What follows belongs to an exercise in optimizing a design on an open flow for small area, a short achievable clock period and few clock cycles; a production flow would make more cautious choices.
Only simulation tests tie the RTL to the original design; equivalence was not proved.

[flow/config.mk]
export PLATFORM = sky130hd
export DESIGN_NAME = sm3_hash_core
export DESIGN_NICKNAME = sm3_hash_core
export VERILOG_FILES = /design/flow/design.v
export SDC_FILE = /design/flow/constraint.sdc
export NUM_CORES = 4
export LEC_CHECK = 0
export CAP_MARGIN = 20
export CORE_MARGIN = 2
export CORE_UTILIZATION = 65
export CTS_CLUSTER_DIAMETER = 85
export CTS_CLUSTER_SIZE = 30
export PLACE_DENSITY = 0.72
export SETUP_SLACK_MARGIN = 5
export SLEW_MARGIN = 20
[flow/run.sh]
#!/bin/bash
# synth_recipe.tcl (not shown) runs the flow's synth.tcl, then flattens the netlist and writes it again
# the make line also repeats each setting of config.mk as NAME=value (left out here)
make -C /OpenROAD-flow-scripts/flow DESIGN_CONFIG=/design/flow/config.mk WORK_HOME=/design/flow/orfs CLKGATE_MAP_FILE= SYNTH_SCRIPT=/design/flow/synth_recipe.tcl finish
[flow/constraint.sdc]
create_clock -name core_clock -period 10.0 [get_ports {i_clk}]
set_input_delay 2.0000 -clock core_clock [delete_from_list [all_inputs] [get_ports {i_clk}]]
set_output_delay 2.0000 -clock core_clock [all_outputs]
set_load 0.01 [all_outputs]
[flow/design.v]
package sm3_pkg;
    localparam logic [31:0] TJ_LOW  = 32'h79cc4519;
    localparam logic [31:0] TJ_HIGH = 32'h7a879d8a;
    localparam logic [255:0] IV = {32'h7380166f, 32'h4914b2b9, 32'h172442d7, 32'hda8a0600,
                                   32'ha96f30bc, 32'h163138aa, 32'he38dee4d, 32'hb0fb0e4e};
    function automatic logic [31:0] rol(input logic [31:0] x, input logic [4:0] n);
        logic [63:0] d;
        d = {x, x} << n;
        rol = d[63:32];
    endfunction
    function automatic logic [31:0] p0(input logic [31:0] x);
        p0 = x ^ rol(x, 5'd9) ^ rol(x, 5'd17);
    endfunction
    function automatic logic [31:0] p1(input logic [31:0] x);
        p1 = x ^ rol(x, 5'd15) ^ rol(x, 5'd23);
    endfunction
    function automatic logic [31:0] maj(input logic [31:0] x, input logic [31:0] y,
                                        input logic [31:0] z);
        maj = (x & y) | (x & z) | (y & z);
    endfunction
endpackage
module sm3_hash_core (
    input  logic        i_clk,
    input  logic        i_rst_n,
    input  logic        i_in_valid,
    output logic        i_in_ready,
    input  logic [31:0] i_in_message_word,
    input  logic [2:0]  i_in_byte_count,
    input  logic        i_in_final_word,
    output logic        o_out_valid,
    input  logic        o_out_ready,
    output logic [31:0] o_out_digest_word,
    output logic        o_out_last_word
);
    localparam logic [1:0] P_IN = 2'd0, P_PAD = 2'd1, P_ZERO = 2'd2, P_LEN = 2'd3;
    logic [3:0]  r_ph;
    logic [31:0] r_w [16];
    logic [31:0] r_va, r_vb, r_vc, r_vd, r_ve, r_vf, r_vg, r_vh;
    logic [31:0] r_ca [4];
    logic [31:0] r_ce [4];
    logic [31:0] r_t;
    logic        r_run;
    logic [5:0]  r_j;
    logic        r_ff, r_fw;
    logic        r_cfirst, r_clast;
    logic [4:0]  r_fi;
    logic [3:0]  r_s0, r_ws;
    logic        r_pfirst, r_plast;
    logic        r_new;
    logic [1:0]  r_pst;
    logic        r_late;
    logic [58:0] r_wc;
    logic        r_inc;
    logic [1:0]  r_nb;
    logic [31:0] r_o;
    logic        r_ov, r_more;
    logic [2:0]  r_k;
    logic [31:0] a12, s1s, s1c, ss1, ss2, ff, gg, t1s, t1c, t1x, t1y, t2s, t2c, t2x, t2y;
    logic [31:0] tt1, tt2, wp, wn;
    always_comb begin
        a12 = sm3_pkg::rol(r_va, 5'd12);
        s1s = a12 ^ r_ve ^ r_t;
        s1c = {sm3_pkg::maj(a12, r_ve, r_t), 1'b0};
        ss1 = sm3_pkg::rol(s1s + s1c, 5'd7);
        ss2 = ss1 ^ a12;
        if (r_j[5:4] == 2'd0) begin
            ff = r_va ^ r_vb ^ r_vc;
            gg = r_ve ^ r_vf ^ r_vg;
        end else begin
            ff = sm3_pkg::maj(r_va, r_vb, r_vc);
            gg = (r_ve & r_vf) | (~r_ve & r_vg);
        end
        wp  = r_w[0] ^ r_w[4];
        t1s = ff ^ r_vd ^ wp;
        t1c = {sm3_pkg::maj(ff, r_vd, wp), 1'b0};
        t1x = (t1s ^ t1c ^ a12) ^ ss1;
        t1y[0] = 1'b0;
        for (int i = 0; i < 31; i++) begin
            t1y[i+1] = ss2[i] ? (t1s[i] | t1c[i]) : (t1s[i] & t1c[i]);
        end
        tt1 = t1x + t1y;
        t2s = gg ^ r_vh ^ r_w[0];
        t2c = {sm3_pkg::maj(gg, r_vh, r_w[0]), 1'b0};
        t2x = (t2s ^ t2c) ^ ss1;
        t2y[0] = 1'b0;
        for (int i = 0; i < 31; i++) begin
            t2y[i+1] = ss1[i] ? (t2s[i] | t2c[i]) : (t2s[i] & t2c[i]);
        end
        tt2 = t2x + t2y;
        wn  = sm3_pkg::p1(r_w[0] ^ r_w[7] ^ sm3_pkg::rol(r_w[13], 5'd15))
            ^ sm3_pkg::rol(r_w[3], 5'd7) ^ r_w[10];
    end
    logic [31:0] iva, ive, srca, srce, xa, xe, rina, rine, insa, inse;
    always_comb begin
        case (r_ph[1:0])
            2'd0: begin iva = sm3_pkg::rol(32'hda8a0600, 5'd23); ive = sm3_pkg::rol(32'hb0fb0e4e, 5'd13); end
            2'd1: begin iva = sm3_pkg::rol(32'h172442d7, 5'd23); ive = sm3_pkg::rol(32'he38dee4d, 5'd13); end
            2'd2: begin iva = 32'h4914b2b9; ive = 32'h163138aa; end
            default: begin iva = 32'h7380166f; ive = 32'ha96f30bc; end
        endcase
        srca = r_cfirst ? iva : r_ca[0];
        srce = r_cfirst ? ive : r_ce[0];
        xa   = srca ^ sm3_pkg::rol(r_vd, 5'd23);
        xe   = srce ^ sm3_pkg::rol(r_vh, 5'd13);
        rina = r_ff ? xa : r_ca[0];
        rine = r_ff ? xe : r_ce[0];
        if (r_fw) begin
            insa = sm3_pkg::rol(r_vd, 5'd23);
            inse = sm3_pkg::rol(r_vh, 5'd13);
        end else begin
            insa = r_pfirst ? iva : rina;
            inse = r_pfirst ? ive : rine;
        end
    end
    logic out_busy, last_rnd, ff_go, fw_go, start;
    logic win, slot_ok, can_wr, fill_wr, full;
    logic [31:0] in_word, fill_word;
    logic take, ld;
    logic [2:0] kn;
    logic [31:0] osel;
    always_comb begin
        out_busy = r_more | r_ov;
        last_rnd = r_run && (r_j == 6'd63);
        ff_go    = (last_rnd || (r_fw && r_ph[1:0] == 2'd3)) && !out_busy;
        fw_go    = last_rnd && out_busy;
        start    = !r_run && !r_fw && (r_ph + 4'd1 == r_s0)
                && (r_fi[4] || (r_fi[3:0] == 4'd15 && fill_wr));
        win      = !r_run || (r_j >= 6'd52);
        slot_ok  = (r_fi == 5'd0) ? (r_ph[1:0] == 2'd0) : (r_ph == r_ws);
        can_wr   = win && !r_fi[4] && slot_ok;
        fill_wr  = can_wr && ((r_pst != P_IN) || i_in_valid);
        full = !i_in_final_word || i_in_byte_count[2];
        if (full) begin
            in_word = i_in_message_word;
        end else begin
            case (i_in_byte_count[1:0])
                2'd0: in_word = 32'h80000000;
                2'd1: in_word = {i_in_message_word[31:24], 24'h800000};
                2'd2: in_word = {i_in_message_word[31:16], 16'h8000};
                default: in_word = {i_in_message_word[31:8], 8'h80};
            endcase
        end
        case (r_pst)
            P_IN:   fill_word = in_word;
            P_PAD:  fill_word = 32'h80000000;
            P_ZERO: fill_word = (r_fi[3:0] == 4'd14 && !r_late) ? r_wc[58:27] : 32'd0;
            default: fill_word = {r_wc[26:0], r_nb, 3'b000};
        endcase
        take = r_ov && o_out_ready;
        kn   = r_k + 3'd1;
        ld   = r_more && (!r_ov || take) && (r_ph[1:0] == ~kn[1:0]);
        case (kn[2:1])
            2'd0: osel = rina;
            2'd1: osel = sm3_pkg::rol(rina, 5'd9);
            2'd2: osel = rine;
            default: osel = sm3_pkg::rol(rine, 5'd19);
        endcase
    end
    assign i_in_ready        = can_wr && (r_pst == P_IN);
    assign o_out_valid       = r_ov;
    assign o_out_digest_word = r_o;
    assign o_out_last_word   = (r_k == 3'd7);
    always_ff @(posedge i_clk) begin
        for (int i = 0; i < 15; i++) begin
            r_w[i] <= r_w[i+1];
        end
        if (r_run && r_j < 6'd52) begin
            r_w[15] <= wn;
        end else if (fill_wr) begin
            r_w[15] <= fill_word;
        end else begin
            r_w[15] <= r_w[0];
        end
        r_va <= r_run ? tt1 : insa;
        r_vb <= r_va;
        r_vc <= sm3_pkg::rol(r_vb, 5'd9);
        r_vd <= r_vc;
        r_ve <= r_run ? sm3_pkg::p0(tt2) : inse;
        r_vf <= r_ve;
        r_vg <= sm3_pkg::rol(r_vf, 5'd19);
        r_vh <= r_vg;
        for (int i = 0; i < 3; i++) begin
            r_ca[i] <= r_ca[i+1];
            r_ce[i] <= r_ce[i+1];
        end
        r_ca[3] <= rina;
        r_ce[3] <= rine;
        if (!r_run) begin
            r_t <= sm3_pkg::TJ_LOW;
        end else if (r_j == 6'd15) begin
            r_t <= sm3_pkg::rol(sm3_pkg::TJ_HIGH, 5'd16);
        end else begin
            r_t <= sm3_pkg::rol(r_t, 5'd1);
        end
        r_j <= start ? 6'd0 : r_j + 6'd1;
        if (start) begin
            r_cfirst <= r_pfirst;
            r_clast  <= r_plast || (r_pst == P_LEN);
        end
        if (fill_wr) begin
            r_ws <= r_ph + 4'd1;
            if (r_fi == 5'd0) begin
                r_s0     <= r_ph;
                r_pfirst <= r_new;
                r_plast  <= 1'b0;
            end
            if (r_pst == P_LEN) begin
                r_plast <= 1'b1;
            end
            if (r_pst == P_IN && i_in_final_word) begin
                r_nb <= i_in_byte_count[2] ? 2'd0 : i_in_byte_count[1:0];
            end
        end
        if (ld) begin
            r_o <= osel;
        end
    end
    always_ff @(posedge i_clk) begin
        if (!i_rst_n) begin
            r_ph   <= 4'd0;
            r_run  <= 1'b0;
            r_ff   <= 1'b0;
            r_fw   <= 1'b0;
            r_fi   <= 5'd0;
            r_pst  <= P_IN;
            r_new  <= 1'b1;
            r_late <= 1'b0;
            r_wc   <= 59'd0;
            r_inc  <= 1'b0;
            r_ov   <= 1'b0;
            r_more <= 1'b0;
            r_k    <= 3'd0;
        end else begin
            r_ph <= r_ph + 4'd1;
            if (start) begin
                r_run <= 1'b1;
            end else if (last_rnd) begin
                r_run <= 1'b0;
            end
            if (ff_go) begin
                r_ff <= 1'b1;
            end else if (r_ph[1:0] == 2'd3) begin
                r_ff <= 1'b0;
            end
            if (fw_go) begin
                r_fw <= 1'b1;
            end else if (ff_go) begin
                r_fw <= 1'b0;
            end
            if (start) begin
                r_fi <= 5'd0;
            end else if (fill_wr) begin
                r_fi <= r_fi + 5'd1;
            end
            r_inc <= fill_wr && (r_pst == P_IN) && full;
            r_wc  <= r_wc + {58'd0, r_inc};
            if (fill_wr) begin
                case (r_pst)
                    P_IN: begin
                        r_new <= 1'b0;
                        if (i_in_final_word) begin
                            r_pst  <= i_in_byte_count[2] ? P_PAD : P_ZERO;
                            r_late <= (r_fi[3:0] == 4'd14);
                        end
                    end
                    P_PAD: begin
                        r_pst  <= P_ZERO;
                        r_late <= (r_fi[3:0] == 4'd14);
                    end
                    P_ZERO: begin
                        if (r_fi[3:0] == 4'd14 && !r_late) begin
                            r_pst <= P_LEN;
                        end
                        if (r_fi[3:0] == 4'd15) begin
                            r_late <= 1'b0;
                        end
                    end
                    default: begin
                        r_pst <= P_IN;
                        r_new <= 1'b1;
                        r_wc  <= 59'd0;
                        r_inc <= 1'b0;
                    end
                endcase
            end
            if (ff_go && r_clast) begin
                r_more <= 1'b1;
                r_k    <= 3'd7;
            end else if (ld) begin
                r_k  <= kn;
                r_ov <= 1'b1;
                if (kn == 3'd7) begin
                    r_more <= 1'b0;
                end
            end else if (take) begin
                r_ov <= 1'b0;
            end
        end
    end
endmodule
==> metrics.csv, run 1 <==
metric;value;unit
r2r_cells;22;
ant_nets;0;
reg2reg_slack;4130;ps
yosys_warnings;4;
max_freq;0.170;GHz
area_growth;12.6;%
reg2reg_to;r_va[30];
drc;0;
dp_hpwl;107000;microns
cpMaxStageDelayCell;xor2_1;
track_usage;37.0;%
synth_common_cells;dfxtp_1 (1,143), xnor2_1 (365), nor2_1 (339), a21oi_1 (274), o21ai_0 (274);
die_area;0.0753;sq mm
grt_max_degree;184;
setup_viol;0;
fin_skew;30.8;ps
setup_tns;0;ps
worstPathRequired;10540;ps
die_h;274;microns
max_stage_delay;630;ps
viasPerCell;5.93;
cts_tree;yes;
seq_area;0.0244;sq mm
hold_class;reg2reg;
syn_inst;4452;
crit_fanout;6;
gr-total-overflow;0;
synth_most_common_cell;dfxtp_1;
maxCapViolations;0;
finalHoldViolations;0;
multiInputGateArea;0.0236;sq mm
clkLatencyLatePin;670;ps
critical_path_cell_count;22;
vias;32900;
fillers;5117;
netlist_top_cells_area;dfxtp_1 (48%), xnor2_1 (6.7%), ha_1 (6.1%);
grt_pass1_wl;202000;microns
synth_cell_types;83;
layout.nets;4955;
antenna_found_initial;2;
io_pins;75;
critPathBufInv;2;
rsz0062_at_grt;yes;
maxSlewHeadroom;13.3;%
syn-mean-instance-area;10.7;sq um
cp_top_family;compound AO/OA/AOI/OAI gates;
io_buffer_count;74;
initial_core_util;65.3;%
routed_wl;141000;microns
critPathLaunchType;register;
ys_ff_latch;1189;
htreeDepth;2;
ys.flop_type;dfxtp_1;
cts.sinks;1189;
slew_viol_final;0;
stdcell_area;0.0535;sq mm
path_cells;fa_1 -> ha_4 -> inv_2 -> fa_2 -> nand2b_4 -> buf_4 -> nand2b_1 -> a21oi_1 -> xnor2_2 -> xor2_1 -> a21oi_1 -> ha_1 -> and3_1 -> nand4_1 -> nor2_1 -> a311oi_1 -> o211ai_1 -> a2111oi_2 -> nor2_2 -> a41oi_2 -> mux2i_1 -> a311oi_2;
netlist_area;0.0475;sq mm
r2r-start;r_va[21];
grt_pass1_vias;30600;
crit_top_cell;a21oi_1;
outcome;timing/DRC/antenna clean;
tightest_slew;1290;ps
seq_area_frac_synth;51.1;%
dr.pass1.iters;8;
yosysTopAreaCellShare;48.2;%
synthArstFlopShare;0;%
endpoint;r_va[30];
period_share;58.7;%
clockRootBuffer;clkbuf_16;
arrival;6410;ps
wl_per_cell;25.4;microns
hold_depth;0;
synth_enable_flop_cells;46;
postPlaceCellArea;0.0493;sq mm
gp_congestion;1.01;
layout_min_cycle_time;5870;ps
clk_pin_slew;110;ps
cts_buffers;50;
clockBufferDepth;3;
yosys.area.top_type;dfxtp_1;
drive_gt1_share;11.1;%
die_w;274;microns
startpoint;r_va[21];
first_iter_violations;3399;
coreArea;0.0727;sq mm
synth_nets;4850;
end_kind;register;
crit_type;reg2reg;
rows;99;
## what timing repair did
action / 4_1_cts / 5_1_grt
pin swaps: 144 / 108
cloned: 2 / 0
setup endpoints to repair: 58 / 57
resized for setup: 240 / 104
hold endpoints to repair: 0 / 0
hold buffers: 0 / 0
buffers inserted: 74 / 35
## flip-flops by register name, indices dropped and copies added (netlist names), 2 cells and up
name / flops
r_vd: 32
r_vc: 32
r_vf: 32
r_ca: 128
r_va: 32
r_o: 32
r_wc: 59
r_vb: 32
r_j: 6
r_ws: 4
r_ce: 128
r_pst: 2
r_vg: 32
r_ph: 4
r_nb: 2
r_fi: 5
r_vh: 32
r_t: 32
r_ve: 32
r_w: 512
r_k: 3
r_s0: 4
## worst register-to-register path: stages (launching register included)
cell and delay [ps]:
dfxtp_2 400, fa_1 560, ha_4 160, inv_2 40, fa_2 340, nand2b_4 160, buf_4 130, nand2b_1 60
a21oi_1 90, xnor2_2 410, xor2_1 630, a21oi_1 190, ha_1 410, and3_1 290, nand4_1 200, nor2_1 70
a311oi_1 270, o211ai_1 180, a2111oi_2 450, nor2_2 130, a41oi_2 160, mux2i_1 100, a311oi_2 310
## kinds of logic after synthesis
kind of cell	count (synthesis)	share of synthesized area, %
adders and majority gates	358	11.5
muxes	77	2.03
buffers and inverters	375	2.98
DFF	1189	51.1
xor gates and xnor gates	599	11.3
and+or+nand+nor	884	8.36
AOI/OAI and AO/OA	970	12.8
## layout by cell type (no fill, tap or decap), types with 29 or more instances in the layout
cell type / Yosys / routed
a21oi_1: 274 / 234
edfxtp_1: 46 / 46
nand3_1: 51 / 50
a22oi_1: 32 / 32
nor3_1: 54 / 50
and3_1: 36 / 36
clkdlybuf4s50_1: 0 / 74
a31oi_1: 46 / 42
buf_4: 1 / 103
nand2_1: 251 / 243
xor2_1: 223 / 193
o31ai_1: 30 / 29
a22o_1: 84 / 84
inv_1: 217 / 215
clkbuf_16: 0 / 51
xnor2_2: 3 / 33
nor2_1: 339 / 337
a211oi_1: 84 / 82
fa_1: 128 / 123
xnor2_1: 365 / 319
dfxtp_1: 1143 / 1095
a21oi_2: 0 / 29
o21ai_0: 274 / 256
mux2i_1: 58 / 57
nor2b_1: 42 / 40
ha_1: 230 / 205
## metal layers
layer | vias up | track usage, % | share of wire (%) | wire, microns
li1 | 15300 | - | - | -
met1 | 15900 | 49.2 | 41 | 57600
met2 | 1306 | 56.9 | 43 | 61200
met3 | 369 | 5.26 | 7.4 | 10400
met4 | 0 | 24.1 | 8.3 | 11600
met5 | - | 0 | 0 | 0
## final cells by class
type                            instances  share of cell area, %
Antenna cell                            2                0.00935
Clock buffer                           58                   2.43
Clock inverter                         16                  0.479
Inverter                              218                   1.53
Multi-Input combinational cell       2890                   44.2
Sequential cell                      1189                   45.6
Tap cell                              959                   2.24
Timing Repair Buffer                  208                   3.57
## metrics by stage
stage	setup WS [ps]	cells	util [%]	hold slack, ps
final	4130	5540	73.6	321
after floorplan	4740	4452	-	310
after global placement	3630	5352	67.8	310
after global routing	4030	5538	73.6	331
after CTS	4300	5502	72.4	327
after detailed placement	3630	5352	67.8	312
## worst min-delay path by stage
stage                        to         from  slack (ps)
floorplan            r_ca[0][0]   r_ca[1][0]         310
global placement     r_ca[1][8]   r_ca[2][8]         310
detailed placement  r_ca[0][27]  r_ca[1][27]         310
global route        r_ca[1][15]  r_ca[2][15]         330
CTS                   r_w[0][1]    r_w[1][1]         330
finish                r_w[7][3]    r_w[8][3]         320
Testbench counts, summed over its fixed seeds: cycles 40,696.
==> run 2: changes to the inputs <==
--- a/flow/config.mk
+++ b/flow/config.mk
@@ -7,9 +7,8 @@
 export LEC_CHECK = 0
 export CAP_MARGIN = 20
 export CORE_MARGIN = 2
-export CORE_UTILIZATION = 65
+export CORE_UTILIZATION = 55
 export CTS_CLUSTER_DIAMETER = 85
 export CTS_CLUSTER_SIZE = 30
-export PLACE_DENSITY = 0.72
 export SETUP_SLACK_MARGIN = 5
 export SLEW_MARGIN = 20
==> run 2 against run 1 <==
  * Via count is 1.6% lower
  * Wire length increased by 5.2%
  * Core utilization decreased by 11 points
  * Fmax grew 0.15%
  * Worst setup slack better by 8.9 ps
  * Critical path depth rose by 3
==> metrics.csv, run 2 <==
metric;value;unit;change
largest_reg_flops;512;;unchanged
drive_gt1_share;11.2;%;+0.046 points
grt_pass1_vias;30400;;-0.54%
cts.sinks;1189;;unchanged
worstPathRequired;10570;ps;+30 ps
arrival;6430;ps;+20 ps
die_w;298;microns;+8.6%
clkLatencyLatePin;680;ps;about the same
final_cells;5733;;+3.5%
clk_pin_slew;110;ps;about the same
synth_most_common_cell;dfxtp_1;;
critPathBufInv;1;;-1
cts_tree;yes;;
io_pins;75;;unchanged
crit_fanout;4;;-2
grt_max_degree;172;;-6.5%
slew_viol_final;0;;unchanged
top_register;r_w;;
yosys.area.top_type;dfxtp_1;;
yosysTopAreaCellShare;48.2;%;unchanged
coreArea;0.0854;sq mm;+17%
ys_ff_latch;1189;;unchanged
max_freq;0.171;GHz;+0.15%
cp_top_family;compound AO/OA/AOI/OAI gates;;
synth_cell_types;83;;unchanged
maxCapViolations;0;;unchanged
antenna_found_initial;1;;-1
setup_viol;0;;unchanged
clockBufferDepth;3;;unchanged
first_iter_violations;2554;;-25%
drc;0;;unchanged
crit_type;reg2reg;;
synthArstFlopShare;0;%;unchanged
cpMaxStageDelayCell;fa_1;;
area_growth;13.0;%;
end_kind;register;;
wl_per_cell;25.9;microns;+1.7%
critPathLaunchType;register;;
syn_inst;4452;;unchanged
gr-total-overflow;0;;unchanged
finalHoldViolations;0;;unchanged
io_buffer_count;74;;unchanged
gp_congestion;0.999;;-1.2%
dp_hpwl;117000;microns;+8.6%
htreeDepth;2;;unchanged
hold_class;reg2reg;;
synth_common_cells;dfxtp_1 (1,143), xnor2_1 (365), nor2_1 (339), a21oi_1 (274), o21ai_0 (274);;
synth_nets;4850;;unchanged
initial_core_util;55.6;%;-9.7 points
period_share;58.6;%;-0.089 points
ys.flop_type;dfxtp_1;;
cts_buffers;52;;+4.0%
fillers;7092;;+39%
die_area;0.0887;sq mm;+18%
maxSlewHeadroom;21.0;%;+7.7 points
layout_min_cycle_time;5860;ps;-8.92 ps
netlist_area;0.0475;sq mm;unchanged
layout_commonest_cell;dfxtp_1;;
netlist_top_cells_area;dfxtp_1 (48%), xnor2_1 (6.7%), ha_1 (6.1%);;
vias;32300;;-1.6%
syn-mean-instance-area;10.7;sq um;unchanged
setup_tns;0;ps;unchanged
top_regs;r_w x512, r_ca x128, r_ce x128;;
cts.hold.buffers_added;0;;unchanged
fin_skew;30.8;ps;-0.0286 ps
track_usage;33.0;%;-4.0 points
seq_area;0.0244;sq mm;unchanged
rsz0062_at_grt;yes;;
synth_enable_flop_cells;46;;unchanged
viasPerCell;5.64;;-4.9%
tightest_slew;1180;ps;-115 ps
dp.cells;5545;;+3.6%
routed_wl;148000;microns;+5.2%
seq_area_frac_synth;51.1;%;unchanged
layout.nets;4958;;+0.061%
clockRootBuffer;clkbuf_16;;
max_stage_delay;500;ps;-130 ps
multiInputGateArea;0.0235;sq mm;-0.77%
grt_pass1_wl;213000;microns;+5.4%
yosys_warnings;4;;unchanged
mostFrequentLayoutCells;dfxtp_1 (1,097), nor2_1 (335), xnor2_1 (323);;
die_h;298;microns;+8.6%
dr.pass1.iters;6;;-2
ant_nets;0;;unchanged
outcome;timing/DRC/antenna clean;;
rows;107;;+8.1%
[run 2: cell counts after synthesis]
Identical to the previous run, type by type.
[run 2: kinds of logic (layout without fill, tap and decap cells)]
kind of cell | count (synthesis) | count (layout) | synth area share, %
AOI/OAI and AO/OA | 970 | 970 | 12.8
xor gates and xnor gates | 599 | 599 | 11.3
adders and majority gates | 358 | 358 | 11.5
buffers and inverters | 375 | 510 | 2.98
DFF | 1189 | 1189 | 51.1
muxes | 77 | 77 | 2.03
other | 0 | 2 | 0
and+or+nand+nor | 884 | 884 | 8.36
[run 2: path summary, 6_finish.rpt]
check,cells past startpoint,endpoint,slack (ps),start
setup / recovery,25,r_ve[0],4140,r_va[21]
setup reg to reg,25,r_ve[0],4140,r_va[21]
hold reg to reg,0,r_w[0][20],330,r_w[1][20]
hold / removal,0,r_w[0][20],330,r_w[1][20]
[run 2: area by class of cell]
type | count | share of cell area (%)
Sequential cell | 1189 | 45.4
Multi-Input combinational cell | 2888 | 43.7
Timing Repair Buffer | 211 | 3.58
Tap cell | 1144 | 2.67
Clock buffer | 60 | 2.54
Inverter | 218 | 1.52
Clock inverter | 21 | 0.603
Antenna cell | 2 | 0.00932
[run 2: stage by stage]
stage | cell area [sq um] | setup WS, ps | hold slack [ps] | util [%]
2_1_floorplan | 47700 | 4740 | 310 | -
4_1_cts | 53100 | 4270 | 332 | 62.1
6_report | 53700 | 4140 | 328 | 62.9
5_1_grt | 53700 | 3980 | 329 | 62.9
3_5_place_dp | 49600 | 3510 | 312 | 58.1
3_3_place_gp | 49600 | 3680 | 310 | 58.1
[run 2: layer usage]
metal  wire, microns  global-route usage (%)
met1           63000                    43.6
met4            8690                    15.0
met2           67900                    54.2
met5               0                       0
met3            8680                    4.35
[run 2: worst register-to-register path, stage by stage (launching register included)]
cell	delay, ps
dfxtp_4	420
fa_1	510
ha_2	190
inv_2	40
fa_2	360
nand2b_4	170
a21oi_4	140
o211ai_1	150
nand3_1	170
nand2_2	100
o21ai_4	270
a21oi_2	130
xnor2_2	210
ha_2	220
ha_4	160
fa_2	350
a211oi_2	240
o21bai_2	110
a211oi_4	300
o21ai_2	100
or2_4	280
a221oi_4	340
xnor2_2	130
xor2_1	180
or2_0	250
a31o_2	240
[run 2: repair_timing]
item | in CTS | in global routing
gates cloned | 0 | 0
resized for setup | 254 | 77
setup buffers | 75 | 30
pin swaps | 176 | 83
setup endpoints to repair | 60 | 59
==> run 3: changes to the inputs <==
--- a/flow/config.mk
+++ b/flow/config.mk
@@ -5,10 +5,10 @@
 export SDC_FILE = /design/flow/constraint.sdc
 export NUM_CORES = 4
 export LEC_CHECK = 0
-export CAP_MARGIN = 20
+export CAP_MARGIN = 0
 export CORE_MARGIN = 2
 export CORE_UTILIZATION = 55
 export CTS_CLUSTER_DIAMETER = 85
 export CTS_CLUSTER_SIZE = 30
 export SETUP_SLACK_MARGIN = 5
-export SLEW_MARGIN = 20
+export SLEW_MARGIN = 0
==> run 3 against run 2 <==
  * Critical path type unchanged
  * Largest cell class unchanged
  * Fmax shrank 1.3%
  * Synthesized cell count unchanged
  * Hold slack better by 0.81 ps
  * Clock skew grew 4.1 ps
  * Non-clock buffer count decreased by 35
  * Core utilization fell by 0.79 points
  * Cell area shrank 1.3%
  * First-iteration DRC count rose by 0.51%
  * Clock-buffer cell count is 2 lower
  * Die area did not move
==> metrics.csv, run 3 <==
metric;value;unit;change
outcome;timing/DRC/antenna clean;;
dr.pass1.iters;5;;-1
postPlaceCellArea;0.0496;sq mm;about the same
io_pins;75;;unchanged
syn_inst;4452;;unchanged
period_share;59.3;%;+0.76 points
ant_nets;0;;unchanged
syn-mean-instance-area;10.7;sq um;unchanged
clockRootBuffer;clkbuf_16;;
ys_ff_latch;1189;;unchanged
die_h;298;microns;unchanged
synth_xor_area_share;11.3;%;unchanged
ys.flop_type;dfxtp_1;;
crit_top_cell;a21oi_4;;
grt_pass1_wl;211000;microns;-0.68%
synth_common_cells;dfxtp_1 (1,143), xnor2_1 (365), nor2_1 (339), a21oi_1 (274), o21ai_0 (274);;
clk_pin_slew;110;ps;about the same
seq_area_frac_synth;51.1;%;unchanged
drive_gt1_share;9.80;%;-1.4 points
top_register;r_w;;
yosysTopAreaCellShare;48.2;%;unchanged
fin_skew;34.9;ps;+4.10 ps
startpoint;r_ve[1];;
r2r-start;r_ve[1];;
max_stage_delay;540;ps;+40 ps
hold_class;reg2reg;;
initial_core_util;55.6;%;unchanged
setup_viol;0;;unchanged
maxCapViolations;0;;unchanged
reg2reg_to;r_va[16];;
clkLatencyLatePin;680;ps;about the same
synthAdderAreaFrac;11.5;%;unchanged
cts_buffers;52;;unchanged
yosys.area.top_type;dfxtp_1;;
cts_tree;yes;;
clockBufferDepth;3;;unchanged
critPathLaunchType;register;;
max_freq;0.169;GHz;-1.3%
mostFrequentLayoutCells;dfxtp_1 (1,100), nor2_1 (335), xnor2_1 (326);;
fillers;7182;;+1.3%
coreArea;0.0854;sq mm;unchanged
routed_wl;148000;microns;-0.34%
die_w;298;microns;unchanged
synth_mux_area_share;2.03;%;unchanged
rsz0062_at_grt;yes;;
slew_viol_final;0;;unchanged
tightest_slew;1190;ps;+13.2 ps
synth_most_common_cell;dfxtp_1;;
htreeDepth;2;;unchanged
r2r_cells;26;;+4.0%
top_regs;r_w x512, r_ca x128, r_ce x128;;
netlist_area;0.0475;sq mm;unchanged
grt_pass1_vias;30200;;-0.63%
synth_compound_area_share;12.8;%;unchanged
first_iter_violations;2567;;+0.51%
drc;0;;unchanged
crit_fanout;3;;-1
wl_per_cell;25.9;microns;+0.27%
grt_max_degree;172;;unchanged
stdcell_area;0.0530;sq mm;-1.3%
area_growth;11.6;%;
reg2reg_slack;4070;ps;-80 ps
gr-total-overflow;0;;unchanged
layout.nets;4923;;-0.71%
finalHoldViolations;0;;unchanged
maxSlewHeadroom;20.1;%;-0.89 points
die_area;0.0887;sq mm;unchanged
synth_nets;4850;;unchanged
cts.sinks;1189;;unchanged
yosys.area_share.simple;8.36;%;unchanged
cpMaxStageDelayCell;fa_1;;
layout_commonest_cell;dfxtp_1;;
rows;107;;unchanged
synth_enable_flop_cells;46;;unchanged
gp_congestion;0.999;;unchanged
track_usage;32.8;%;-0.19 points
end_kind;register;;
netlist_top_cells_area;dfxtp_1 (48%), xnor2_1 (6.7%), ha_1 (6.1%);;
synthArstFlopShare;0;%;unchanged
antenna_found_initial;1;;unchanged
synth_cell_types;83;;unchanged
yosys_warnings;4;;unchanged
layout_min_cycle_time;5930;ps;+75.9 ps
crit_type;reg2reg;;
largest_reg_flops;512;;unchanged
viasPerCell;5.67;;+0.53%
hold_ws;328;ps;+0.806 ps
endpoint;r_va[16];;
setup_tns;0;ps;unchanged
arrival;6470;ps;+40 ps
worstPathRequired;10540;ps;-30 ps
vias;32300;;-0.084%
io_buffer_count;74;;unchanged
synth_top_family_by_area;compound AO/OA/AOI/OAI gates;;
dp_hpwl;117000;microns;about the same
[run 3: cell counts after synthesis]
No cell type changed its count.
[run 3: timing repair]
item	CTS	global route
pin swaps	77	109
hold buffers	0	0
endpoints found under the setup margin	60	58
hold endpoints to repair	0	0
buffers inserted	44	26
resized for setup	176	83
[run 3: worst min-delay path by stage]
stage / start / to / slack (ps) / cells past startpoint
final: r_ce[2][14] / r_ce[1][14] / 330 / 0
after floorplan: r_ca[1][0] / r_ca[0][0] / 310 / 0
after global routing: r_ca[1][29] / r_ca[0][29] / 330 / 0
after global placement: r_w[6][30] / r_w[5][30] / 310 / 0
after detailed placement: r_ce[1][13] / r_ce[0][13] / 310 / 0
after CTS: r_w[2][25] / r_w[1][25] / 330 / 0
[run 3: critical path: cells and delay by family, from the launching register on]
family / cells / cell delay, ps
xor gates and xnor gates: 2 / 660
AOI/OAI and AO/OA: 12 / 2280
buffers and inverters: 2 / 190
DFF: 1 / 370
and+or+nand+nor: 4 / 560
adders and majority gates: 4 / 1370
muxes: 2 / 350
[run 3: final cells by class]
class	instances	area [sq um]	area share, %
repair buffers	176	1580	2.99
clock buffers	58	1330	2.50
diodes	3	7.51	0.0142
flip-flops and latches	1189	24400	45.9
clock inverters	22	328	0.618
well taps	1144	1430	2.70
multi-input cells	2888	23200	43.7
inverters	218	818	1.54
[run 3: stage by stage]
step           setup slack [ps]  util, %  std cells
2_1_floorplan              4740        -       4452
3_3_place_gp               3680     58.1       5545
3_5_place_dp               3500     58.1       5545
4_1_cts                    4230     61.3       5669
5_1_grt                    3950     62.1       5695
6_report                   4070     62.1       5698
[run 3: logic make-up (layout without fill, tap and decap cells)]
group	after synthesis	after routing
other	0	3
multiplexers	77	77
adder cells (fa/ha/maj)	358	358
AND/OR/NAND/NOR	884	884
buffers and inverters	375	474
XOR/XNOR	599	599
flip-flops	1189	1189
AO/OA/AOI/OAI	970	970
[run 3: routing by layer]
layer	vias to the layer above	share of wire (%)	global-route usage, %
met1	15700	42	43.5
li1	15200	-	-
met3	235	6.3	4.67
met4	2	5.0	13.8
met2	1124	46	54.0
met5	-	0.0088	0
==> run 4: changes to the inputs <==
--- a/flow/config.mk
+++ b/flow/config.mk
@@ -5,10 +5,12 @@
 export SDC_FILE = /design/flow/constraint.sdc
 export NUM_CORES = 4
 export LEC_CHECK = 0
-export CAP_MARGIN = 0
+export CAP_MARGIN = 20
 export CORE_MARGIN = 2
 export CORE_UTILIZATION = 55
 export CTS_CLUSTER_DIAMETER = 85
 export CTS_CLUSTER_SIZE = 30
+export GPL_ROUTABILITY_DRIVEN = 0
+export PLACE_DENSITY = 0.68
 export SETUP_SLACK_MARGIN = 5
-export SLEW_MARGIN = 0
+export SLEW_MARGIN = 20
==> run 4 against run 3 <==
  * Largest cell class unchanged
  * First-iteration DRC count increased by 21%
  * Sequential share of layout area decreased by 0.31 points
  * Non-clock buffer count increased by 27
  * Core utilization increased by 0.52 points
  * Critical path type unchanged
  * Via count increased by 1.2%
  * Clock skew decreased by 2.1 ps
  * Cell area increased by 0.84%
  * Sequential cell count unchanged
  * Register-to-register slack improved by 60 ps
  * Critical path depth increased by 2
==> metrics.csv, run 4 <==
metric;value;unit;change
end_kind;register;;
antenna_found_initial;2;;+1
ys.flop_type;dfxtp_1;;
layout_min_cycle_time;5870;ps;-59.1 ps
yosys.area.top_type;dfxtp_1;;
rows;107;;unchanged
grt_pass1_vias;30500;;+0.77%
critPathLaunchType;register;;
cts_buffers;50;;-3.8%
synth_nets;4850;;unchanged
clk_pin_slew;110;ps;about the same
endpoint;r_ve[0];;
r2r_cells;28;;+7.7%
cpMaxStageDelayCell;fa_1;;
netlist_area;0.0475;sq mm;unchanged
dr.max_layer_used;met5;;
crit_fanout;4;;+1
clockBufferDepth;3;;unchanged
reg2reg_slack;4130;ps;+60 ps
max_freq;0.170;GHz;+1.0%
period_share;58.7;%;-0.59 points
routed_wl;140000;microns;-5.5%
maxSlewHeadroom;13.0;%;-7.1 points
slew_viol_final;0;;unchanged
fin_util;62.6;%;+0.52 points
htreeDepth;2;;unchanged
wl_per_cell;24.4;microns;-5.9%
synthArstFlopShare;0;%;unchanged
syn_inst;4452;;unchanged
fin_skew;32.8;ps;-2.10 ps
cts.hold.buffers_added;0;;unchanged
top_register;r_w;;
synth_most_common_cell;dfxtp_1;;
layout_commonest_cell;dfxtp_1;;
reg2reg_to;r_ve[0];;
ant_nets;0;;unchanged
largest_reg_flops;512;;unchanged
coreArea;0.0854;sq mm;unchanged
synth_enable_flop_cells;46;;unchanged
crit_type;reg2reg;;
rsz0062_at_grt;yes;;
met3_length;10500;microns;+12%
io_buffer_count;74;;unchanged
arrival;6440;ps;-30 ps
clkLatencyLatePin;660;ps;-20 ps
first_iter_violations;3116;;+21%
vias;32700;;+1.2%
synth_cell_types;83;;unchanged
gr-total-overflow;0;;unchanged
tightest_slew;1300;ps;+107 ps
yosysTopAreaCellShare;48.2;%;unchanged
layout.nets;4950;;+0.55%
ys_ff_latch;1189;;unchanged
startpoint;r_va[21];;
io_pins;75;;unchanged
dr.pass1.iters;8;;+3
met1Wirelength;58600;microns;-5.9%
grt_pass1_wl;202000;microns;-4.2%
worstPathRequired;10560;ps;+20 ps
grt_max_degree;87;;-49%
die_area;0.0887;sq mm;unchanged
syn-mean-instance-area;10.7;sq um;unchanged
viasPerCell;5.72;;+0.80%
setup_tns;0;ps;unchanged
drive_gt1_share;10.6;%;+0.83 points
r2r-start;r_va[21];;
yosys_warnings;4;;unchanged
dp_hpwl;107000;microns;-8.3%
track_usage;30.9;%;-1.9 points
hold_start;r_w[1][21];;
maxCapViolations;0;;unchanged
seq_area_frac_synth;51.1;%;unchanged
cts_tree;yes;;
die_h;298;microns;unchanged
wl_met2;61100;microns;-11%
initial_core_util;55.6;%;unchanged
netlist_top_cells_area;dfxtp_1 (48%), xnor2_1 (6.7%), ha_1 (6.1%);;
top_regs;r_w x512, r_ca x128, r_ce x128;;
die_w;298;microns;unchanged
cts.sinks;1189;;unchanged
outcome;timing/DRC/antenna clean;;
area_growth;12.6;%;
setup_viol;0;;unchanged
max_stage_delay;560;ps;+20 ps
finalHoldViolations;0;;unchanged
clockRootBuffer;clkbuf_16;;
drc;0;;unchanged
hold_class;reg2reg;;
mostFrequentLayoutCells;dfxtp_1 (1,093), nor2_1 (337), xnor2_1 (324);;
synth_common_cells;dfxtp_1 (1,143), xnor2_1 (365), nor2_1 (339), a21oi_1 (274), o21ai_0 (274);;
[run 4: how the worst min path moves through the flow]
stage	to	slack, ps	cells after the start
floorplan	r_ca[0][0]	310	0
global placement	r_ca[0][4]	310	0
CTS	r_w[0][21]	330	0
detailed placement	r_ca[0][5]	310	0
finish	r_w[0][21]	320	0
global route	r_w[8][7]	330	0
[run 4: cells by family (layout without fill, tap and decap cells)]
family / Yosys count / after routing / synth area share (%)
AO/OA/AOI/OAI: 970 / 970 / 12.8
XOR/XNOR: 599 / 599 / 11.3
adder cells (fa/ha/maj): 358 / 358 / 11.5
buffers and inverters: 375 / 495 / 2.98
flip-flops: 1189 / 1189 / 51.1
multiplexers: 77 / 77 / 2.03
other: 0 / 3 / 0
AND/OR/NAND/NOR: 884 / 886 / 8.36
[run 4: stage by stage]
step | std cells | hold slack [ps] | cell area (sq um) | setup WS [ps]
3_3_place_gp | 5540 | 309 | 49500 | 3740
2_1_floorplan | 4452 | 310 | 47700 | 4740
4_1_cts | 5701 | 327 | 53100 | 4360
3_5_place_dp | 5540 | 312 | 49500 | 3620
6_report | 5721 | 317 | 53500 | 4130
5_1_grt | 5718 | 334 | 53500 | 3940
[run 4: what timing repair did]
item,in CTS,in global routing
resized for setup,253,53
pin swaps,155,66
endpoints found under the hold margin,0,0
gates cloned,2,0
endpoints found under the setup margin,58,58
setup buffers,85,17
[run 4: area by class of cell]
class / count / area (sq um)
clock inverters: 16 / 253
flip-flops and latches: 1189 / 24400
multi-input cells: 2890 / 23400
diodes: 3 / 7.51
inverters: 218 / 818
fillers: 6906 / 31900
repair buffers: 203 / 1850
well taps: 1144 / 1430
clock buffers: 58 / 1320
[run 4: critical path: cells and delay by family, from the launching register on]
kind            cells  cell delay, ps
compound gates      9            1930
xor+xnor            3             360
fa+ha+maj           4            1400
buf+inv             4             480
flops               1             390
mux                 1             240
simple gates        7            1010
[run 4: per-layer routing]
layer | global-route usage (%) | vias to the layer above
met3 | 4.58 | 333
li1 | - | 15300
met5 | 0 | -
met2 | 48.0 | 1355
met1 | 41.7 | 15700
met4 | 16.9 | 2
==> run 5: changes to the inputs <==
==> flow/flow/run.sh (new file) <==
#!/bin/bash
# The standard layout (the standard.sh, ORFS from synthesis to finish), with the
# input and output port buffers made from sky130_fd_sc_hd__buf_1 cells.
set -euo pipefail
bash standard.sh "BUFFER_PORTS_ARGS=-buffer_cell sky130_fd_sc_hd__buf_1" finish > standard.log 2>&1
==> flow/standard.sh (new file) <==
#!/bin/bash
# synth_recipe.tcl (not shown) runs the flow's synth.tcl, then flattens the netlist and writes it again
# the make line also repeats each setting of config.mk as NAME=value (left out here)
make -C /OpenROAD-flow-scripts/flow DESIGN_CONFIG=/design/flow/config.mk WORK_HOME=/design/flow/orfs CLKGATE_MAP_FILE= SYNTH_SCRIPT=/design/flow/synth_recipe.tcl "${@:-finish}"
--- a/flow/config.mk
+++ b/flow/config.mk
@@ -10,7 +10,5 @@
 export CORE_UTILIZATION = 55
 export CTS_CLUSTER_DIAMETER = 85
 export CTS_CLUSTER_SIZE = 30
-export GPL_ROUTABILITY_DRIVEN = 0
-export PLACE_DENSITY = 0.68
 export SETUP_SLACK_MARGIN = 5
 export SLEW_MARGIN = 20
removed: flow/run.sh
==> run 5 against run 4 <==
  * Still clean
  * Wire length is 6.2% higher
  * Via count down 0.49%
  * Final cell count down 0.10%
  * Non-clock buffer count decreased by 4
  * Synthesized area is the same
  * Fmax down 0.11%
  * Critical endpoint unchanged
==> metrics.csv, run 5 <==
metric;value;unit;change
critPathLaunchType;register;;
drive_gt1_share;10.9;%;+0.32 points
multiInputGateArea;0.0235;sq mm;+0.63%
slew_viol_final;0;;unchanged
ys_ff_latch;1189;;unchanged
grt_pass1_vias;30400;;-0.22%
ant_nets;0;;unchanged
synth_cell_types;83;;unchanged
viasPerCell;5.69;;-0.38%
dp_slack;3710;ps;+95.4 ps
gp_congestion;0.988;;
io_buffer_count;74;;unchanged
finalHoldViolations;0;;unchanged
routed_wl;148000;microns;+6.2%
rsz0062_at_grt;yes;;
coreArea;0.0854;sq mm;unchanged
syn_inst;4452;;unchanged
area_growth;11.6;%;
yosys.area.top_type;dfxtp_1;;
cts_buffers;49;;-2.0%
die_area;0.0887;sq mm;unchanged
maxCapViolations;0;;unchanged
clkLatencyLatePin;690;ps;+30 ps
track_usage;33.0;%;+2.1 points
netlist_top_cells_area;dfxtp_1 (48%), xnor2_1 (6.7%), ha_1 (6.1%);;
yosys_warnings;4;;unchanged
setup_tns;0;ps;unchanged
end_kind;register;;
synth_nets;4850;;unchanged
outcome;timing/DRC/antenna clean;;
dp_hpwl;116000;microns;+8.3%
cts_tree;yes;;
synth_most_common_cell;dfxtp_1;;
rows;107;;unchanged
clockBufferDepth;3;;unchanged
yosysTopAreaCellShare;48.2;%;unchanged
largest_reg_flops;512;;unchanged
drc;0;;unchanged
clockRootBuffer;clkbuf_16;;
top_regs;r_w x512, r_ca x128, r_ce x128;;
htreeDepth;2;;unchanged
syn-mean-instance-area;10.7;sq um;unchanged
initial_core_util;55.6;%;unchanged
tightest_slew;1110;ps;-184 ps
synth_common_cells;dfxtp_1 (1,143), xnor2_1 (365), nor2_1 (339), a21oi_1 (274), o21ai_0 (274);;
synth_enable_flop_cells;46;;unchanged
vias;32500;;-0.49%
max_freq;0.170;GHz;-0.11%
dr.pass1.iters;5;;-3
gr-total-overflow;0;;unchanged
period_share;58.8;%;+0.068 points
crit_type;reg2reg;;
layout.nets;4946;;-0.081%
fin_skew;48.9;ps;+16.1 ps
fillers;7137;;+3.3%
layout_min_cycle_time;5880;ps;+6.76 ps
arrival;6450;ps;about the same
maxSlewHeadroom;25.3;%;+12 points
antenna_found_initial;5;;+3
setup_viol;0;;unchanged
cts.hold.buffers_added;0;;unchanged
grt_pass1_wl;212000;microns;+4.8%
netlist_area;0.0475;sq mm;unchanged
wl_per_cell;25.9;microns;+6.3%
fin_ws;4120;ps;-6.76 ps
ys.flop_type;dfxtp_1;;
top_register;r_w;;
hold_class;reg2reg;;
synthArstFlopShare;0;%;unchanged
grt_max_degree;160;;+84%
mostFrequentLayoutCells;dfxtp_1 (1,096), nor2_1 (333), xnor2_1 (319);;
first_iter_violations;2858;;-8.3%
die_h;298;microns;unchanged
worstPathRequired;10560;ps;about the same
cts.sinks;1189;;unchanged
clk_pin_slew;110;ps;about the same
seq_area;0.0244;sq mm;about the same
crit_fanout;6;;+2
seq_area_frac_synth;51.1;%;unchanged
io_pins;75;;unchanged
layout_commonest_cell;dfxtp_1;;
die_w;298;microns;unchanged
[run 5: cell counts after synthesis]
No cell type changed its count.
[run 5: worst paths after layout]
check,startpoint,end,slack [ps],depth (start not counted)
hold reg to reg,r_w[2][13],r_w[1][13],320,0
setup reg to reg,r_ve[12],r_ve[0],4120,23
hold / removal,r_w[2][13],r_w[1][13],320,0
setup / recovery,r_ve[12],r_ve[0],4120,23
[run 5: logic make-up after synthesis]
kind of cell	synth area share (%)
simple gates	8.36
fa+ha+maj	11.5
buf+inv	2.98
flops	51.1
xor+xnor	11.3
mux	2.03
compound gates	12.8
[run 5: metal layers]
layer,vias up,wire length [microns],global-route usage (%)
li1,15300,-,-
met1,15900,63700,44.6
met2,1073,67700,53.4
met3,270,8850,4.06
met4,2,7990,14.7
met5,-,14,0
[run 5: area by class of cell]
class	instances	share of cell area (%)
clock inverters	17	0.444
flip-flops and latches	1189	46.0
diodes	1	0.00472
clock buffers	56	2.36
well taps	1144	2.70
repair buffers	199	2.57
multi-input cells	2891	44.4
inverters	218	1.54
[run 5: repair_timing]
| item | 4_1_cts | 5_1_grt |
|---|---|---|
| endpoints found under the setup margin | 59 | 58 |
| setup buffers | 68 | 30 |
| cloned | 3 | 0 |
| pin swaps | 155 | 119 |
| gates resized for setup | 239 | 89 |
[run 5: through the flow]
| stage | utilization [%] | area, sq um | hold WS (ps) | cells |
|---|---|---|---|---|
| after CTS | 61.2 | 52300 | 310 | 5684 |
| after floorplan | - | 47700 | 310 | 4452 |
| after global routing | 62.1 | 53000 | 317 | 5714 |
| after detailed placement | 57.5 | 49100 | 312 | 5540 |
| after global placement | 57.5 | 49100 | 310 | 5540 |
| final | 62.1 | 53000 | 316 | 5715 |
[run 5: critical path, stage by stage, from the launching register on]
cell and delay [ps]:
dfxtp_4 400, fa_1 520, ha_4 340, o21a_1 170, o32ai_2 110, a2111o_1 320, and4_4 200, o31a_4 390
buf_12 140, xnor2_4 250, xor2_1 160, ha_4 200, fa_2 350, a211oi_2 250, o21bai_2 120, a211oi_4 220
buf_6 160, o21ai_4 60, or2_4 270, a221oi_4 320, xnor2_2 150, xor2_1 190, or2_0 240, a31o_2 240
==> run 6: changes to the inputs <==
--- a/flow/config.mk
+++ b/flow/config.mk
@@ -8,7 +8,8 @@
 export CAP_MARGIN = 20
 export CORE_MARGIN = 2
 export CORE_UTILIZATION = 55
-export CTS_CLUSTER_DIAMETER = 85
-export CTS_CLUSTER_SIZE = 30
+export CTS_CLUSTER_DIAMETER = 75
+export CTS_CLUSTER_SIZE = 26
+export PLACE_DENSITY = 0.65
 export SETUP_SLACK_MARGIN = 5
 export SLEW_MARGIN = 20
==> run 6 against run 5 <==
  * Via count rose by 0.32%
  * Global-route usage fell by 1.2 points
==> metrics.csv, run 6 <==
metric;value;unit;change
end_kind;register;;
io_pins;75;;unchanged
vias;32600;;+0.32%
cpMaxStageDelayCell;fa_1;;
htreeDepth;2;;unchanged
crit_fanout;4;;-2
first_iter_violations;3017;;+5.6%
fin_skew;36.4;ps;-12.4 ps
synth_common_cells;dfxtp_1 (1,143), xnor2_1 (365), nor2_1 (339), a21oi_1 (274), o21ai_0 (274);;
netlist_area;0.0475;sq mm;unchanged
antenna_found_initial;2;;-3
period_share;59.4;%;+0.58 points
wl_per_cell;24.9;microns;-4.0%
grt_pass1_vias;30400;;-0.11%
synth_most_common_cell;dfxtp_1;;
synth_enable_flop_cells;46;;unchanged
syn_inst;4452;;unchanged
seq_area_frac_synth;51.1;%;unchanged
cts.sinks;1189;;unchanged
tightest_slew;1100;ps;-12.8 ps
grt_max_degree;186;;+16%
worstPathRequired;10600;ps;+40 ps
mostFrequentLayoutCells;dfxtp_1 (1,090), nor2_1 (334), xnor2_1 (306);;
track_usage;31.8;%;-1.2 points
critPathLaunchType;register;;
die_h;298;microns;unchanged
routed_wl;144000;microns;-3.0%
rows;107;;unchanged
grt_pass1_wl;206000;microns;-2.8%
cts_buffers;59;;+20%
top_register;r_w;;
crit_type;reg2reg;;
cts_tree;yes;;
drc;0;;unchanged
max_freq;0.168;GHz;-0.97%
drive_gt1_share;13.3;%;+2.4 points
dr.pass1.iters;8;;+3
netlist_top_cells_area;dfxtp_1 (48%), xnor2_1 (6.7%), ha_1 (6.1%);;
hold_class;reg2reg;;
dp_hpwl;111000;microns;-4.5%
layout_min_cycle_time;5940;ps;+57.5 ps
layout_commonest_cell;dfxtp_1;;
maxSlewHeadroom;26.2;%;+0.86 points
top_regs;r_w x512, r_ca x128, r_ce x128;;
initial_core_util;55.6;%;unchanged
outcome;timing/DRC/antenna clean;;
rsz0062_at_grt;yes;;
gp_congestion;1.00;;+1.5%
multiInputGateArea;0.0240;sq mm;+1.8%
syn-mean-instance-area;10.7;sq um;unchanged
gr-total-overflow;0;;unchanged
coreArea;0.0854;sq mm;unchanged
clkLatencyLatePin;690;ps;about the same
yosys.area.top_type;dfxtp_1;;
ys_ff_latch;1189;;unchanged
maxCapViolations;0;;unchanged
finalHoldViolations;0;;unchanged
max_stage_delay;580;ps;+60 ps
largest_reg_flops;512;;unchanged
yosysTopAreaCellShare;48.2;%;unchanged
arrival;6540;ps;+90 ps
fin_util;63.5;%;+1.5 points
slew_viol_final;0;;unchanged
ys.flop_type;dfxtp_1;;
viasPerCell;5.65;;-0.72%
die_w;298;microns;unchanged
layout.nets;4999;;+1.1%
synth_cell_types;83;;unchanged
area_growth;14.2;%;
clockRootBuffer;clkbuf_16;;
setup_viol;0;;unchanged
fillers;6983;;-2.2%
synthArstFlopShare;0;%;unchanged
crit_top_cell;buf_6;;
seq_area;0.0244;sq mm;+0.14%
clockBufferDepth;3;;unchanged
setup_tns;0;ps;unchanged
clk_pin_slew;100;ps;about the same
ant_nets;0;;unchanged
io_buffer_count;74;;unchanged
die_area;0.0887;sq mm;unchanged
synth_nets;4850;;unchanged
yosys_warnings;4;;unchanged
==> run 6: cell counts after synthesis <==
No cell type changed its count.
==> run 6: what timing repair did <==
action / CTS / global route
buffers inserted: 104 / 39
cloned: 1 / 0
endpoints found under the setup margin: 57 / 58
hold buffers: 0 / 0
pin swaps: 175 / 124
resized for setup: 327 / 112
==> run 6: final cells by class <==
class / count / share of cell area (%)
repair buffers: 244 / 3.31
flip-flops and latches: 1189 / 45.0
inverters: 218 / 1.51
clock buffers: 63 / 2.77
multi-input cells: 2889 / 44.2
well taps: 1144 / 2.64
clock inverters: 25 / 0.613
diodes: 3 / 0.0138
==> run 6: kinds of logic after synthesis <==
logic type,after synthesis,share of synthesized area [%]
mux,77,2.03
xor+xnor,599,11.3
fa+ha+maj,358,11.5
buf+inv,375,2.98
flops,1189,51.1
compound gates,970,12.8
simple gates,884,8.36
==> run 6: worst paths after layout <==
check / start / endpoint / depth (start not counted) / slack (ps)
max reg2reg: r_ve[6] / r_va[31] / 31 / 4060
min reg2reg: r_ca[3][3] / r_ca[2][3] / 0 / 330
min: r_ca[3][3] / r_ca[2][3] / 0 / 330
max: r_ve[6] / r_va[31] / 31 / 4060
==> run 6: per-stage QoR <==
stage | hold WS [ps] | cell area (sq um) | cells | setup WS [ps]
2_1_floorplan | 310 | 47700 | 4452 | 4740
3_3_place_gp | 310 | 49100 | 5540 | 3540
3_5_place_dp | 312 | 49100 | 5540 | 3570
4_1_cts | 330 | 53300 | 5733 | 4200
5_1_grt | 331 | 54300 | 5772 | 3940
6_report | 326 | 54300 | 5775 | 4060
==> run 6: critical path, delay by kind of cell (launching register included) <==
kind	cells	cell delay (ps)
buffers and inverters	15	1600
AO/OA/AOI/OAI	6	1300
adder cells (fa/ha/maj)	3	1130
XOR/XNOR	4	870
AND/OR/NAND/NOR	3	560
flip-flops	1	380
==> run 6: routing by layer <==
layer / up-vias / global-route usage (%) / part of all wire, %
met2: 1138 / 49.5 / 44
li1: 15400 / - / -
met4: 0 / 16.7 / 6.3
met3: 297 / 3.78 / 6.3
met5: - / 0 / 0
met1: 15800 / 43.7 / 43
==> run 7: changes to the inputs <==
--- a/flow/config.mk
+++ b/flow/config.mk
@@ -7,9 +7,8 @@
 export LEC_CHECK = 0
 export CAP_MARGIN = 20
 export CORE_MARGIN = 2
-export CORE_UTILIZATION = 55
-export CTS_CLUSTER_DIAMETER = 75
-export CTS_CLUSTER_SIZE = 26
-export PLACE_DENSITY = 0.65
+export CORE_UTILIZATION = 60
+export CTS_CLUSTER_DIAMETER = 80
+export CTS_CLUSTER_SIZE = 28
 export SETUP_SLACK_MARGIN = 5
 export SLEW_MARGIN = 20
==> run 7 against run 6 <==
  * Still clean
  * Synthesized cell count unchanged
  * Core utilization increased by 3.5 points
  * Synthesized area unchanged
  * Sequential cell count unchanged
  * Fmax increased by 0.24%
  * Sequential share of layout area increased by 1.2 points
  * Register-to-register slack about the same
  * Global-route usage increased by 3.5 points
  * Critical path depth decreased by 9
  * Largest cell class unchanged
==> metrics.csv, run 7 <==
metric;value;unit;change
vias;32700;;+0.32%
synth_nets;4850;;unchanged
grt_pass1_vias;31000;;+2.0%
arrival;6490;ps;-50 ps
fin_skew;50.4;ps;+14.0 ps
synth_most_common_cell;dfxtp_1;;
fillers;6158;;-12%
largest_reg_flops;512;;unchanged
ys_ff_latch;1189;;unchanged
max_stage_delay;530;ps;-50 ps
wl_met2;65800;microns;+3.8%
seq_area_frac_synth;51.1;%;unchanged
syn_inst;4452;;unchanged
finalHoldViolations;0;;unchanged
fin_util;67.0;%;+3.5 points
htreeDepth;2;;unchanged
gp_congestion;1.01;;+0.26%
setup_tns;0;ps;unchanged
worstPathRequired;10560;ps;-40 ps
critPathLaunchType;register;;
reg2reg_slack;4080;ps;about the same
mostFrequentLayoutCells;dfxtp_1 (1,095), nor2_1 (338), xnor2_1 (329);;
synth_enable_flop_cells;46;;unchanged
met1Wirelength;59900;microns;-3.9%
crit_type;reg2reg;;
period_share;59.2;%;-0.14 points
rsz0062_at_grt;yes;;
slew_viol_final;0;;unchanged
ys.flop_type;dfxtp_1;;
io_pins;75;;unchanged
yosys.area.top_type;dfxtp_1;;
viasPerCell;5.84;;+3.2%
dp_hpwl;113000;microns;+2.2%
area_growth;11.1;%;
startpoint;r_ve[13];;
cts.sinks;1189;;unchanged
hold_class;reg2reg;;
critPathBufInv;1;;-14
endpoint;r_ve[8];;
clockRootBuffer;clkbuf_16;;
end_kind;register;;
r2r-start;r_ve[13];;
routed_wl;146000;microns;+1.3%
netlist_area;0.0475;sq mm;unchanged
initial_core_util;60.3;%;+4.7 points
max_freq;0.169;GHz;+0.24%
top_regs;r_w x512, r_ca x128, r_ce x128;;
die_area;0.0815;sq mm;-8.2%
syn-mean-instance-area;10.7;sq um;unchanged
yosysTopAreaCellShare;48.2;%;unchanged
drc;0;;unchanged
cp_top_family;compound AO/OA/AOI/OAI gates;;
cts_tree;yes;;
grt_pass1_wl;209000;microns;+1.3%
coreArea;0.0787;sq mm;-7.8%
clkLatencyLatePin;690;ps;about the same
top_register;r_w;;
drive_gt1_share;10.3;%;-3.0 points
track_usage;35.3;%;+3.5 points
tightest_slew;1180;ps;+75.8 ps
first_iter_violations;3235;;+7.2%
multiInputGateArea;0.0234;sq mm;-2.4%
synthArstFlopShare;0;%;unchanged
layout_min_cycle_time;5920;ps;-14.4 ps
wl_per_cell;25.9;microns;+4.2%
crit_fanout;4;;unchanged
met3_length;10300;microns;+14%
ant_nets;0;;unchanged
synth_common_cells;dfxtp_1 (1,143), xnor2_1 (365), nor2_1 (339), a21oi_1 (274), o21ai_0 (274);;
gr-total-overflow;0;;unchanged
die_h;285;microns;-4.2%
maxCapViolations;0;;unchanged
maxSlewHeadroom;21.1;%;-5.1 points
cpMaxStageDelayCell;fa_1;;
io_buffer_count;74;;unchanged
cts_buffers;54;;-8.5%
r2r_cells;22;;-29%
die_w;285;microns;-4.2%
seq_area;0.0244;sq mm;-0.13%
critical_path_cell_count;22;;-29%
netlist_top_cells_area;dfxtp_1 (48%), xnor2_1 (6.7%), ha_1 (6.1%);;
grt_max_degree;186;;unchanged
path_cells;fa_1 -> ha_4 -> o21a_1 -> o32ai_2 -> a2111o_1 -> and4_4 -> o31a_4 -> o21bai_1 -> a21oi_2 -> xnor2_2 -> buf_4 -> xor2_1 -> ha_1 -> a211oi_2 -> o21bai_2 -> a211oi_4 -> o21ai_2 -> or2_4 -> a221oi_4 -> xnor3_1 -> a21o_1 -> a311oi_4;;
layout.nets;4933;;-1.3%
outcome;timing/DRC/antenna clean;;
setup_viol;0;;unchanged
dr.max_layer_used;met5;;
clockBufferDepth;3;;unchanged
yosys_warnings;4;;unchanged
clk_pin_slew;110;ps;about the same
layout_commonest_cell;dfxtp_1;;
antenna_found_initial;4;;+2
synth_cell_types;83;;unchanged
rows;103;;-3.7%
dr.pass1.iters;8;;unchanged
reg2reg_to;r_ve[8];;
==> run 7: cell counts after synthesis <==
Identical to the previous run, type by type.
==> run 7: final cells by class <==
class,instances,share of cell area [%]
sequential,1189,46.2
multi-input combinational,2890,44.3
clock buffer,63,2.66
tap,1050,2.49
timing repair buffer,182,2.21
inverter,218,1.55
clock inverter,19,0.552
antenna,1,0.00474
==> run 7: cell families after synthesis <==
logic type               count (synthesis)  synth area share [%]
AO/OA/AOI/OAI                          970                  12.8
XOR/XNOR                               599                  11.3
adder cells (fa/ha/maj)                358                  11.5
buffers and inverters                  375                  2.98
flip-flops                            1189                  51.1
multiplexers                            77                  2.03
AND/OR/NAND/NOR                        884                  8.36
==> run 7: timing repair <==
| action | in CTS | in global routing |
|---|---|---|
| resized for setup | 219 | 69 |
| pin swaps | 144 | 44 |
| gates cloned | 2 | 0 |
| endpoints found under the setup margin | 59 | 59 |
| hold buffers | 0 | 0 |
| setup buffers | 65 | 17 |
==> run 7: metal layers <==
| metal | track usage (%) | vias to the layer above |
|---|---|---|
| met4 | 18.4 | 2 |
| met3 | 5.19 | 313 |
| met2 | 56.6 | 1236 |
| met5 | 0 | - |
| met1 | 46.6 | 16000 |
| li1 | - | 15200 |
==> run 7: worst min path at each step <==
stage | startpoint | end | slack (ps) | cells past startpoint
2_1_floorplan | r_ca[1][0] | r_ca[0][0] | 310 | 0
3_3_place_gp | r_ca[1][5] | r_ca[0][5] | 310 | 0
3_5_place_dp | r_ca[1][7] | r_ca[0][7] | 310 | 0
4_1_cts | r_ca[1][25] | r_ca[0][25] | 320 | 0
5_1_grt | r_ca[1][25] | r_ca[0][25] | 310 | 0
6_report | r_w[2][4] | r_w[1][4] | 310 | 0
==> run 7: per-stage QoR <==
stage	instances	setup WS, ps	cell area, sq um	hold WS, ps
2_1_floorplan	4452	4740	47700	310
3_3_place_gp	5444	3340	49000	310
3_5_place_dp	5445	3480	49000	312
4_1_cts	5594	4160	52300	325
5_1_grt	5611	3900	52800	311
6_report	5612	4080	52800	314

[afterwards: timing with drivers on the ports]
How much do the figures lean on ideal ports? The routed layouts below were timed once more, with nothing changed but the port constraints. Step 1 sets driving cells, clkbuf_16 on the clock port and buf_2 on the other inputs (assumed; they add their load-dependent delay and slew). Step 2 also shifts input and output timing later by t, the mid clock arrival at the registers, as if the neighbouring blocks saw the same clock. Three values: ideal ports, drivers, drivers and shift; two values: the first two.
run | t (ns) | slack for setup (ns) | worst data-port slew with drivers (ns)
run 1 | 0.723 | 4.133 / 4.133 / 4.133 | 0.04
run 2 | 0.734 | 4.142 / 4.142 / 4.142 | 0.04
run 3 | 0.736 | 4.066 / 4.066 / 4.066 | 0.04
run 4 | 0.711 | 4.125 / 4.125 / 4.125 | 0.07
run 5 | 0.738 | 4.119 / 4.119 / 4.119 | 0.04
run 6 | 0.743 | 4.061 / 4.061 / 4.061 | 0.05
run 7 | 0.740 | 4.076 / 4.076 / 4.076 | 0.04
After both steps setup and hold are still met in every run listed.
